This design comes from an exercise in tuning for a short achievable clock period and few clock cycles on the open sky130 flow, not from production work. In this exercise RTL edits were held to simulation tests only and were not proved equivalent to the original. No activity file was given, so power comes from the tool's default toggle rates.

==> inputs of run a <==
// riscv_core
module riscv_core (
    input  logic              clk,
    input  logic              rst,
    output riscv_pkg::word_t  imem_addr,
    input  riscv_pkg::word_t  imem_data,
    output logic              dmem_read,
    output logic              dmem_write,
    output riscv_pkg::word_t  dmem_addr,
    output riscv_pkg::word_t  dmem_wdata,
    input  riscv_pkg::word_t  dmem_rdata
);
Settings: LEC_CHECK=0, ABC_CLOCK_PERIOD_IN_PS=2500, CAP_MARGIN=20, CORE_MARGIN=2, CORE_UTILIZATION=40, GPL_TIMING_DRIVEN=1, SETUP_SLACK_MARGIN=3.5, SLEW_MARGIN=20; clock period 6.0 ns.
run.sh (not shown) runs the stock make flow with config.mk's settings and CLKGATE_MAP_FILE= SYNTH_SCRIPT=/design/flow/synth_recipe.tcl, a recipe that flattens the netlist after the stock synthesis.
==> inputs of run b, as changes to run a <==
--- a/flow/design.v
+++ b/flow/design.v
@@ -28,12 +28,14 @@
     input  logic                          stall,
     output riscv_pkg::word_t              imem_addr,
     input  riscv_pkg::word_t              imem_data,
     output riscv_pkg::reg_idx_t           d_rs1,
     output riscv_pkg::reg_idx_t           d_rs2,
-    output logic [riscv_pkg::num_regs-1:1] d_rs1_oh,
-    output logic [riscv_pkg::num_regs-1:1] d_rs2_oh,
+    output logic [riscv_pkg::num_regs-1:1] d_rs1_oh_lo,
+    output logic [riscv_pkg::num_regs-1:1] d_rs2_oh_lo,
+    output logic [riscv_pkg::num_regs-1:1] d_rs1_oh_hi,
+    output logic [riscv_pkg::num_regs-1:1] d_rs2_oh_hi,
     output riscv_pkg::reg_idx_t           d_rd,
     output logic                          d_use_rs1,
     output logic                          d_use_rs2,
     output logic                          d_use_imm,
     output riscv_pkg::word_t              d_imm,
@@ -104,11 +106,15 @@
     always_ff @(posedge clk or posedge rst) begin
         if (rst) begin
             d_reg_write <= 1'b0;
             d_load      <= 1'b0;
             d_store     <= 1'b0;
+            d_rs1_oh_hi <= '0;
+            d_rs2_oh_hi <= '0;
         end else if (!stall) begin
+            d_rs1_oh_hi <= rs1_oh;
+            d_rs2_oh_hi <= rs2_oh;
             d_reg_write <= (is_alu || is_lui || is_load) && (imem_data[11:7] != '0);
             d_load      <= is_load;
             d_store     <= is_store;
         end
     end
@@ -116,12 +122,12 @@
         if (!stall) begin
             d_use_rs1 <= is_alu || is_load || is_store;
             d_use_rs2 <= is_reg || is_store;
             d_rs1     <= rs1;
             d_rs2     <= rs2;
-            d_rs1_oh  <= rs1_oh;
-            d_rs2_oh  <= rs2_oh;
+            d_rs1_oh_lo <= rs1_oh;
+            d_rs2_oh_lo <= rs2_oh;
             d_rd      <= imem_data[11:7];
             d_use_imm <= !is_reg;
             d_imm     <= imm;
             d_sub     <= is_reg ? (f3 == 3'b000 ? alt : (f3 == 3'b010 || f3 == 3'b011))
                                 : (is_imm && (f3 == 3'b010 || f3 == 3'b011));
@@ -132,12 +138,14 @@
 endmodule
 `timescale 1ns/10ps
 module reg_file (
     input  logic                 clk,
     input  logic                 rst,
-    input  logic [riscv_pkg::num_regs-1:1] rsel1,
-    input  logic [riscv_pkg::num_regs-1:1] rsel2,
+    input  logic [riscv_pkg::num_regs-1:1] rsel1_lo,
+    input  logic [riscv_pkg::num_regs-1:1] rsel2_lo,
+    input  logic [riscv_pkg::num_regs-1:1] rsel1_hi,
+    input  logic [riscv_pkg::num_regs-1:1] rsel2_hi,
     output riscv_pkg::word_t     rdata1,
     output riscv_pkg::word_t     rdata2,
     input  logic                 we,
     input  riscv_pkg::reg_idx_t  waddr,
     input  riscv_pkg::word_t     wdata
@@ -154,12 +162,12 @@
     end
     always_comb begin
         rdata1 = '0;
         rdata2 = '0;
         for (int r = 1; r < riscv_pkg::num_regs; r++) begin
-            rdata1 = rdata1 | ({riscv_pkg::xlen{rsel1[r]}} & regs[r]);
-            rdata2 = rdata2 | ({riscv_pkg::xlen{rsel2[r]}} & regs[r]);
+            rdata1 = rdata1 | ({{16{rsel1_hi[r]}}, {16{rsel1_lo[r]}}} & regs[r]);
+            rdata2 = rdata2 | ({{16{rsel2_hi[r]}}, {16{rsel2_lo[r]}}} & regs[r]);
         end
     end
 endmodule
 `timescale 1ns/10ps
 module operand_bypass (
@@ -176,12 +184,14 @@
 module decode_stage (
     input  logic                          clk,
     input  logic                          rst,
     input  riscv_pkg::reg_idx_t           d_rs1,
     input  riscv_pkg::reg_idx_t           d_rs2,
-    input  logic [riscv_pkg::num_regs-1:1] d_rs1_oh,
-    input  logic [riscv_pkg::num_regs-1:1] d_rs2_oh,
+    input  logic [riscv_pkg::num_regs-1:1] d_rs1_oh_lo,
+    input  logic [riscv_pkg::num_regs-1:1] d_rs2_oh_lo,
+    input  logic [riscv_pkg::num_regs-1:1] d_rs1_oh_hi,
+    input  logic [riscv_pkg::num_regs-1:1] d_rs2_oh_hi,
     input  riscv_pkg::reg_idx_t           d_rd,
     input  logic                          d_use_rs1,
     input  logic                          d_use_rs2,
     input  logic                          d_use_imm,
     input  riscv_pkg::word_t              d_imm,
@@ -219,12 +229,14 @@
     riscv_pkg::word_t src1, src2;
     logic             hit1, hit2;
     reg_file i_reg_file (
         .clk    (clk),
         .rst    (rst),
-        .rsel1  (d_rs1_oh),
-        .rsel2  (d_rs2_oh),
+        .rsel1_lo (d_rs1_oh_lo),
+        .rsel2_lo (d_rs2_oh_lo),
+        .rsel1_hi (d_rs1_oh_hi),
+        .rsel2_hi (d_rs2_oh_hi),
         .rdata1 (rf1),
         .rdata2 (rf2),
         .we     (wb_write),
         .waddr  (wb_rd),
         .wdata  (wb_value)
@@ -311,23 +323,23 @@
     output logic                          m_read,
     output logic                          m_write
 );
     riscv_pkg::word_t a, b, s;
     riscv_pkg::word_t p, g;
-    riscv_pkg::word_t gg [0:2];
-    riscv_pkg::word_t pp [0:2];
+    riscv_pkg::word_t gg [0:1];
+    riscv_pkg::word_t pp [0:1];
     riscv_pkg::word_t sll1, sr1;
     logic [4:0]       shamt;
     riscv_pkg::word_t other;
     assign a = ({32{x_a_fwd_p}} & wb_value) | ({32{x_a_fwd_n}} & ~wb_value) | ({32{x_a_reg}} & x_a);
     assign b = ({32{x_b_fwd}} & wb_value) | ({32{x_b_reg}} & x_b);
     assign s = x_fwd_s ? wb_value : x_s;
     assign p = a ^ b;
     assign g = a & b;
     assign gg[0] = g;
     assign pp[0] = p;
-    for (genvar l = 0; l < 2; l++) begin : g_lvl1
+    for (genvar l = 0; l < 1; l++) begin : g_lvl1
         for (genvar i = 0; i < 32; i++) begin : g_bit
             if (i >= (1 << l)) begin : g_op
                 assign gg[l+1][i] = gg[l][i] | (pp[l][i] & gg[l][i - (1 << l)]);
                 assign pp[l+1][i] = pp[l][i] & pp[l][i - (1 << l)];
             end else begin : g_pass
@@ -340,16 +352,17 @@
     assign sll1 = a << shamt[1:0];
     assign sr1  = riscv_pkg::word_t'($signed({x_arith & a[31], a}) >>> shamt[1:0]);
     assign other = ({32{x_sel[riscv_pkg::sel_xor]}} & p)
                  | ({32{x_sel[riscv_pkg::sel_or]}}  & (a | b))
                  | ({32{x_sel[riscv_pkg::sel_and]}} & g);
-    riscv_pkg::word_t y_p, y_g, y_t, y_other, y_s;
+    riscv_pkg::word_t y_p, y_pq, y_g, y_t, y_other, y_s;
+    logic             y_addsub;
     riscv_pkg::word_t y_sll, y_sr;
     logic [4:2]       y_shamt;
     logic             y_sel_sll, y_sel_sr, y_sign;
     logic             y_a31, y_b31;
-    logic             y_add, y_sub, y_slt, y_sltu;
+    logic             y_slt, y_sltu;
     logic             y_load, y_store, y_fwd_s;
     always_ff @(posedge clk or posedge rst) begin
         if (rst) begin
             y_reg_write <= 1'b0;
             y_load      <= 1'b0;
@@ -360,12 +373,14 @@
             y_store     <= x_store;
         end
     end
     always_ff @(posedge clk) begin
         y_p     <= p;
-        y_g     <= gg[2];
-        y_t     <= pp[2];
+        y_pq    <= p ^ {32{x_sel[riscv_pkg::sel_sub]}};
+        y_addsub <= x_sel[riscv_pkg::sel_add] | x_sel[riscv_pkg::sel_sub];
+        y_g     <= gg[1];
+        y_t     <= pp[1];
         y_sll   <= sll1;
         y_sr    <= sr1;
         y_shamt <= shamt[4:2];
         y_sign  <= x_arith & a[31];
         y_sel_sll <= x_sel[riscv_pkg::sel_sll];
@@ -373,28 +388,33 @@
         y_other <= other;
         y_s     <= s;
         y_fwd_s <= x_fwd_s2;
         y_a31   <= a[31];
         y_b31   <= b[31];
-        y_add   <= x_sel[riscv_pkg::sel_add];
-        y_sub   <= x_sel[riscv_pkg::sel_sub];
         y_slt   <= x_sel[riscv_pkg::sel_slt];
         y_sltu  <= x_sel[riscv_pkg::sel_sltu];
         y_rd    <= x_rd;
     end
-    riscv_pkg::word_t gg3, pp3, gg4, pp4, gg5;
+    riscv_pkg::word_t gg2, pp2, gg3, pp3, gg4, pp4, gg5;
     riscv_pkg::word_t sll, sr;
     riscv_pkg::word_t sum;
     logic             lt_s, lt_u;
     riscv_pkg::word_t result;
     for (genvar i = 0; i < 32; i++) begin : g_lvl2
+        if (i >= 2) begin : g_op2
+            assign gg2[i] = y_g[i] | (y_t[i] & y_g[i - 2]);
+            assign pp2[i] = y_t[i] & y_t[i - 2];
+        end else begin : g_pass2
+            assign gg2[i] = y_g[i];
+            assign pp2[i] = y_t[i];
+        end
         if (i >= 4) begin : g_op3
-            assign gg3[i] = y_g[i] | (y_t[i] & y_g[i - 4]);
-            assign pp3[i] = y_t[i] & y_t[i - 4];
+            assign gg3[i] = gg2[i] | (pp2[i] & gg2[i - 4]);
+            assign pp3[i] = pp2[i] & pp2[i - 4];
         end else begin : g_pass3
-            assign gg3[i] = y_g[i];
-            assign pp3[i] = y_t[i];
+            assign gg3[i] = gg2[i];
+            assign pp3[i] = pp2[i];
         end
         if (i >= 8) begin : g_op4
             assign gg4[i] = gg3[i] | (pp3[i] & gg3[i - 8]);
             assign pp4[i] = pp3[i] & pp3[i - 8];
         end else begin : g_pass4
@@ -411,12 +431,11 @@
     assign lt_u = gg5[31];
     assign lt_s = (y_a31 == y_b31) ? !y_a31 : !sum[31];
     assign sll = y_sll << {y_shamt, 2'b00};
     assign sr  = riscv_pkg::word_t'($signed({y_sign, y_sr}) >>> {y_shamt, 2'b00});
     always_comb begin
-        result = ({32{y_add}} & sum)
-               | ({32{y_sub}} & ~sum)
+        result = ({32{y_addsub}} & (y_pq ^ {gg5[30:0], 1'b0}))
                | ({32{y_sel_sll}} & sll)
                | ({32{y_sel_sr}}  & sr)
                | y_other;
         result[0] = result[0] | (y_slt & lt_s) | (y_sltu & lt_u);
     end
@@ -436,13 +455,11 @@
         m_rd       <= y_rd;
         m_load_sel <= y_load;
         m_addr     <= sum;
     end
     always_ff @(posedge clk) begin
-        if (y_store) begin
-            m_sdata <= y_fwd_s ? wb_value : y_s;
-        end
+        m_sdata <= y_fwd_s ? wb_value : y_s;
     end
 endmodule
 `timescale 1ns/10ps
 module mem_wb_stage (
     input  riscv_pkg::word_t     m_res,
@@ -476,11 +493,11 @@
     output riscv_pkg::word_t  dmem_wdata,
     input  riscv_pkg::word_t  dmem_rdata
 );
     logic                          stall;
     riscv_pkg::reg_idx_t           d_rs1, d_rs2, d_rd;
-    logic [riscv_pkg::num_regs-1:1] d_rs1_oh, d_rs2_oh;
+    logic [riscv_pkg::num_regs-1:1] d_rs1_oh_lo, d_rs2_oh_lo, d_rs1_oh_hi, d_rs2_oh_hi;
     logic                          d_use_rs1, d_use_rs2, d_use_imm;
     riscv_pkg::word_t              d_imm;
     logic                          d_reg_write, d_load, d_store, d_sub, d_arith;
     logic [riscv_pkg::num_sel-1:0] d_sel;
     riscv_pkg::word_t              x_a, x_b, x_s;
@@ -500,12 +517,14 @@
         .stall       (stall),
         .imem_addr   (imem_addr),
         .imem_data   (imem_data),
         .d_rs1       (d_rs1),
         .d_rs2       (d_rs2),
-        .d_rs1_oh    (d_rs1_oh),
-        .d_rs2_oh    (d_rs2_oh),
+        .d_rs1_oh_lo (d_rs1_oh_lo),
+        .d_rs2_oh_lo (d_rs2_oh_lo),
+        .d_rs1_oh_hi (d_rs1_oh_hi),
+        .d_rs2_oh_hi (d_rs2_oh_hi),
         .d_rd        (d_rd),
         .d_use_rs1   (d_use_rs1),
         .d_use_rs2   (d_use_rs2),
         .d_use_imm   (d_use_imm),
         .d_imm       (d_imm),
@@ -519,12 +538,14 @@
     decode_stage i_decode (
         .clk         (clk),
         .rst         (rst),
         .d_rs1       (d_rs1),
         .d_rs2       (d_rs2),
-        .d_rs1_oh    (d_rs1_oh),
-        .d_rs2_oh    (d_rs2_oh),
+        .d_rs1_oh_lo (d_rs1_oh_lo),
+        .d_rs2_oh_lo (d_rs2_oh_lo),
+        .d_rs1_oh_hi (d_rs1_oh_hi),
+        .d_rs2_oh_hi (d_rs2_oh_hi),
         .d_rd        (d_rd),
         .d_use_rs1   (d_use_rs1),
         .d_use_rs2   (d_use_rs2),
         .d_use_imm   (d_use_imm),
         .d_imm       (d_imm),
==> qor summary <==
| metric | run a | run b |
|---|---|---|
| Seq. pwr | 12.0 mW | 12.6 mW |
| Flip-flop and latch count | 1613 | 1708 |
| Share of cells above drive strength 1 | 17.7% | 18.4% |
| Cell area after layout | 87100 um2 | 89900 um2 |
| Worst Path Arrival | 3.51 ns | 3.46 ns |
| Power of the combinational group | 3.10 mW | 2.70 mW |
| Number of filler cells placed in the layout | 15933 | 16882 |
| Length of routed wiring on met1 | 133000 um | 129000 um |
| Part of the power in registers | 45.9% | 46.8% |
| First-pass DRT Iterations | 13 | 12 |
| TAP cells | 2340 | 2480 |
| Synthesized-area fraction occupied by ao, oa, aoi and oai cells | 23.5% | 23.3% |
| Total area of sequential cells | 39100 um2 | 41000 um2 |
| Multi-input gate area in the final layout | 32300 um2 | 32800 um2 |
| Run status | complete, no violations | complete, no violations |
Testbench counts of run a, summed over its fixed seeds: cycles 13,073.
Testbench counts of run b, summed over its fixed seeds: cycles 13,073.

[afterwards: timing with drivers on the ports]
In the flow no input, the clock included, has a driving cell. The finished layouts below were timed again as built, in two steps. Step 1 (the two cells are an assumption about what drives the block):
set clk [get_ports {clk}]
set_driving_cell -lib_cell sky130_fd_sc_hd__clkbuf_16 $clk
set_driving_cell -lib_cell sky130_fd_sc_hd__buf_2 [delete_from_list [all_inputs] $clk]
Step 2 moves the port delays by t, midway between the first and last clock arrival at a register: inputs arrive t later, outputs are due t later. That takes back most of the time a late clock gives input paths. Slacks: no drivers / after step 1 / after step 2; pairs: no drivers / after step 1.
run	t (ns)	setup WS [ns]	worst setup path after step 2	slew at the worst register clock pin (ns)
run a	0.942	3.211 / 3.211 / 2.618	input to register	0.07 / 0.07
run b	0.935	3.283 / 3.283 / 2.656	input to register	0.07 / 0.07
After both steps every run listed still meets setup and hold. For run b, which loses most, drivers alone change the setup slack by 0.000 ns; drivers and shift together by -0.627 ns.
